This design comes from an exercise in tuning for small area on the open sky130 flow, not from production work. In this exercise RTL edits were held to simulation tests only and were not proved equivalent to the original. No activity file was given, so power comes from the tool's default toggle rates.

## kavach_top
module kavach_top (
    input  logic        clk,
    input  logic        reset,
    input  logic [11:0] vdd_sample,
    input  logic [11:0] idd_sample,
    input  logic [11:0] temp_sample,
    input  logic        sample_valid,
    input  logic [2:0]  forensic_read_slot,
    input  logic        forensic_read_req,
    input  logic        forensic_read_ack,
    output logic [14:0] threat,
    output logic [4:0]  response,
    output logic [54:0] forensic_entry,
    output logic        forensic_read_valid,
    output logic [3:0]  forensic_count
);
==> flow/config.mk <==
export PLATFORM = sky130hd
export DESIGN_NAME = kavach_top
export DESIGN_NICKNAME = kavach_top
export VERILOG_FILES = /design/flow/design.v
export SDC_FILE = /design/flow/constraint.sdc
export NUM_CORES = 4
export LEC_CHECK = 0
export CAP_MARGIN = 5
export CORE_MARGIN = 2
export CORE_UTILIZATION = 40
export CTS_CLUSTER_DIAMETER = 100
export CTS_CLUSTER_SIZE = 30
export SLEW_MARGIN = 5
==> flow/constraint.sdc <==
create_clock -name core_clock -period 8.0 [get_ports {clk}]
set_input_delay 1.6000 -clock core_clock [delete_from_list [all_inputs] [get_ports {clk}]]
set_output_delay 1.6000 -clock core_clock [all_outputs]
set_load 0.01 [all_outputs]
standard.sh (not shown) runs the stock make flow with config.mk's settings and CLKGATE_MAP_FILE= SYNTH_SCRIPT=/design/flow/synth_recipe.tcl, a recipe that flattens the netlist after the stock synthesis.
==> flow/flow/run.sh <==
#!/bin/bash
# Layout flow: the standard synthesis, then the combinational logic is
# mapped again by ABC for area (every flip-flop, its name, its cell and the
# nets around it are kept), then the standard ORFS layout from floorplan on.
# Ports are buffered with the smallest buffer, and clock tree synthesis
# adds no dummy loads. Each tool writes its full output to a log here.
set -euo pipefail
HERE=$(pwd)
R=$HERE/orfs/results/$FLOW_PLATFORM/kavach_top/base
LIB=$FLOW_HOME/platforms/sky130hd/lib/sky130_fd_sc_hd__tt_025C_1v80.lib

export BUFFER_PORTS_ARGS="-buffer_cell sky130_fd_sc_hd__buf_1"
export CTS_ARGS="-sink_clustering_enable -repair_clock_nets -sink_clustering_size 30 -sink_clustering_max_diameter 100 -dont_use_dummy_load"

# 1. standard synthesis
bash standard.sh synth > synth.log 2>&1

# 2. area re-mapping of the combinational logic
cp "$R/1_2_yosys.v" "$HERE/standard_synth.v"
printf 'set_driving_cell sky130_fd_sc_hd__buf_1\nset_load 5\n' > "$HERE/abc.constr"
cat > "$HERE/remap.ys" <<EOY
read_liberty -ignore_miss_func $LIB
blackbox sky130_fd_sc_hd__dfxtp_1 sky130_fd_sc_hd__edfxtp_1 sky130_fd_sc_hd__conb_1
read_verilog $HERE/standard_synth.v
hierarchy -top $FLOW_TOP
flatten
rename -hide w:*.*
opt_clean -purge
abc -liberty $LIB -dont_use *probe* -dont_use *lpflow* -dont_use *clkdly* -script $HERE/flow/remap.abc -constr $HERE/abc.constr -D 8000
opt_clean -purge
stat -liberty $LIB
write_verilog -noattr -nohex -nodec $HERE/remapped.v
EOY
yosys -l "$HERE/remap.log" "$HERE/remap.ys" > /dev/null 2>&1
cp "$HERE/remapped.v" "$R/1_2_yosys.v"
rm -f "$R/1_synth.odb" "$R/1_synth.sdc"

# 3. standard layout from the re-mapped netlist
bash standard.sh > layout.log 2>&1
==> flow/flow/remap.abc <==
strash
&get -n
&deepsyn -T 60
&put
dch -f
amap
topo
Change:
--- a/flow/flow/run.sh
+++ b/flow/flow/run.sh
@@ -4,4 +4,6 @@
 # nets around it are kept), then the standard ORFS layout from floorplan on.
-# Ports are buffered with the smallest buffer, and clock tree synthesis
-# adds no dummy loads. Each tool writes its full output to a log here.
+# Changes to the standard layout: ports are buffered with the smallest
+# buffer, the one tie cell of synthesis drives all constant outputs, and
+# clock tree synthesis uses clkbuf_8 leaves and adds no dummy loads.
+# Each tool writes its full output to a log file in this folder.
 set -euo pipefail
@@ -11,4 +13,5 @@
 
+export SKIP_REPAIR_TIE_FANOUT=1
 export BUFFER_PORTS_ARGS="-buffer_cell sky130_fd_sc_hd__buf_1"
-export CTS_ARGS="-sink_clustering_enable -repair_clock_nets -sink_clustering_size 30 -sink_clustering_max_diameter 100 -dont_use_dummy_load"
+export CTS_ARGS="-sink_clustering_enable -repair_clock_nets -sink_clustering_size 16 -sink_clustering_max_diameter 80 -dont_use_dummy_load -buf_list sky130_fd_sc_hd__clkbuf_8"
 
CAP_MARGIN = 20   (was 5)
CTS_CLUSTER_DIAMETER = not set   (was 100)
CTS_CLUSTER_SIZE = not set   (was 30)
SLEW_MARGIN = 20   (was 5)
Result: The new run went through all stages and came out clean; first-iteration DRC count fell by 9.0%; wire length goes down by 0.43%; non-clock buffer count is unchanged; power is lower by 1.4%; hold slack is worse by 0.035 ns; count of clock-buffer cells in the layout went up by 15; clock power goes down by about 4%; maximum frequency falls by 0.33%; cell area drops by 0.40%; clock skew decreases by 0.014 ns; global-route usage stays flat.
Change:
--- a/flow/flow/run.sh
+++ b/flow/flow/run.sh
@@ -4,6 +4,4 @@
 # nets around it are kept), then the standard ORFS layout from floorplan on.
-# Changes to the standard layout: ports are buffered with the smallest
-# buffer, the one tie cell of synthesis drives all constant outputs, and
-# clock tree synthesis uses clkbuf_8 leaves and adds no dummy loads.
-# Each tool writes its full output to a log file in this folder.
+# Ports are buffered with the smallest buffer, and clock tree synthesis
+
 set -euo pipefail
@@ -13,3 +11,2 @@
 
-export SKIP_REPAIR_TIE_FANOUT=1
 export BUFFER_PORTS_ARGS="-buffer_cell sky130_fd_sc_hd__buf_1"
Effect: Total power came out higher by 0.38%. Maximum frequency went up by 1.8%. Global-route usage increases by 0.35 points. Synthesized area does not change. Design area stays flat. Routed wire length increases by 1.7%. First-iteration DRC count increases by 11%. Register-to-register slack gains 0.12 ns. Clock skew rose by 0.017 ns. Via count came out higher by 0.56%.
Change:
--- a/flow/flow/run.sh
+++ b/flow/flow/run.sh
@@ -4,4 +4,6 @@
 # nets around it are kept), then the standard ORFS layout from floorplan on.
-# Ports are buffered with the smallest buffer, and clock tree synthesis
-
+# Changes to the standard layout: ports are buffered with the smallest
+# buffer, the one tie cell of synthesis drives all constant outputs, and
+# clock tree synthesis uses clkbuf_4 leaves and adds no dummy loads.
+# Each tool writes its full output to a log file in this folder.
 set -euo pipefail
@@ -11,4 +13,5 @@
 
+export SKIP_REPAIR_TIE_FANOUT=1
 export BUFFER_PORTS_ARGS="-buffer_cell sky130_fd_sc_hd__buf_1"
-export CTS_ARGS="-sink_clustering_enable -repair_clock_nets -sink_clustering_size 16 -sink_clustering_max_diameter 80 -dont_use_dummy_load -buf_list sky130_fd_sc_hd__clkbuf_8"
+export CTS_ARGS="-sink_clustering_enable -repair_clock_nets -sink_clustering_size 10 -sink_clustering_max_diameter 60 -dont_use_dummy_load -buf_list sky130_fd_sc_hd__clkbuf_4"
 
Outcome:
- final cell count went up slightly
- sequential power barely changes
- die area stays the same
- area after synthesis does not change
- core utilization went down by 0.32 points
- clock skew went up by 0.048 ns
Change:
--- a/flow/flow/run.sh
+++ b/flow/flow/run.sh
@@ -4,6 +4,4 @@
 # nets around it are kept), then the standard ORFS layout from floorplan on.
-# Changes to the standard layout: ports are buffered with the smallest
-# buffer, the one tie cell of synthesis drives all constant outputs, and
-# clock tree synthesis uses clkbuf_4 leaves and adds no dummy loads.
-# Each tool writes its full output to a log file in this folder.
+# Ports are buffered with the smallest buffer, and clock tree synthesis
+# adds no dummy loads. Each tool writes its full output to a log here.
 set -euo pipefail
@@ -13,5 +11,4 @@
 
-export SKIP_REPAIR_TIE_FANOUT=1
 export BUFFER_PORTS_ARGS="-buffer_cell sky130_fd_sc_hd__buf_1"
-export CTS_ARGS="-sink_clustering_enable -repair_clock_nets -sink_clustering_size 10 -sink_clustering_max_diameter 60 -dont_use_dummy_load -buf_list sky130_fd_sc_hd__clkbuf_4"
+export CTS_ARGS="-sink_clustering_enable -repair_clock_nets -sink_clustering_size 16 -sink_clustering_max_diameter 80 -dont_use_dummy_load -buf_list sky130_fd_sc_hd__clkbuf_8"
 
CORE_UTILIZATION = 60   (was 40)
PLACE_DENSITY = 0.75   (was not set)
Effect: Worst hold slack gets better by 0.069 ns. Clock-buffer cell count goes down by 18. Global-route usage grows by 6.9 points. Critical path depth is unchanged. Wire length decreases by a little under a tenth. Power grows slightly. Via count went up slightly. Clock skew goes down by 0.077 ns. Combinational power barely changes. Worst setup slack gets worse by 0.19 ns.
Change:
CORE_UTILIZATION = 40   (was 60)
PLACE_DENSITY = not set   (was 0.75)
- wire length came out higher by 7.6%
- sequential power barely changes
- sequential cell count stays the same
- fmax came out higher by about 6%
- global-route usage came out lower by 7.3 points
- total power stays flat

-- afterwards: timing with drivers on the ports --
The flow's constraints put no driver on any port. The routed layouts listed below were extracted and timed again, unchanged, in two steps. Step 1, drivers: a clkbuf_16 drives clk and a buf_2 each remaining input, both assumed. Step 2, shift: input delay + t, output delay - t, t = (earliest + latest rising clock arrival at the registers) / 2. This alone moves slack from input paths to output paths. Three values: ideal ports, drivers, drivers and shift; two values: the first two.
run | t (ns) | slack for setup (ns) | hold slack, ns | worst setup path at the end
the first run | 0.574 | 1.985 / 2.003 / 1.429 | 0.451 / 0.451 / 0.451 | input to register
the second run | 0.586 | 1.965 / 1.993 / 1.407 | 0.416 / 0.416 / 0.416 | input to register
the third run | 0.620 | 2.071 / 2.088 / 1.468 | 0.428 / 0.428 / 0.428 | input to register
the fourth run | 0.761 | 2.115 / 2.146 / 1.385 | 0.369 / 0.369 / 0.369 | input to register
the fifth run | 0.580 | 1.928 / 1.934 / 1.354 | 0.438 / 0.438 / 0.438 | input to register
the sixth run | 0.592 | 2.281 / 2.312 / 1.720 | 0.438 / 0.438 / 0.438 | input to register
After both steps setup and hold are still met in every run listed. The setup slack of the fourth run, which loses most, moves by +0.031 ns with the drivers and by -0.730 ns with both steps.
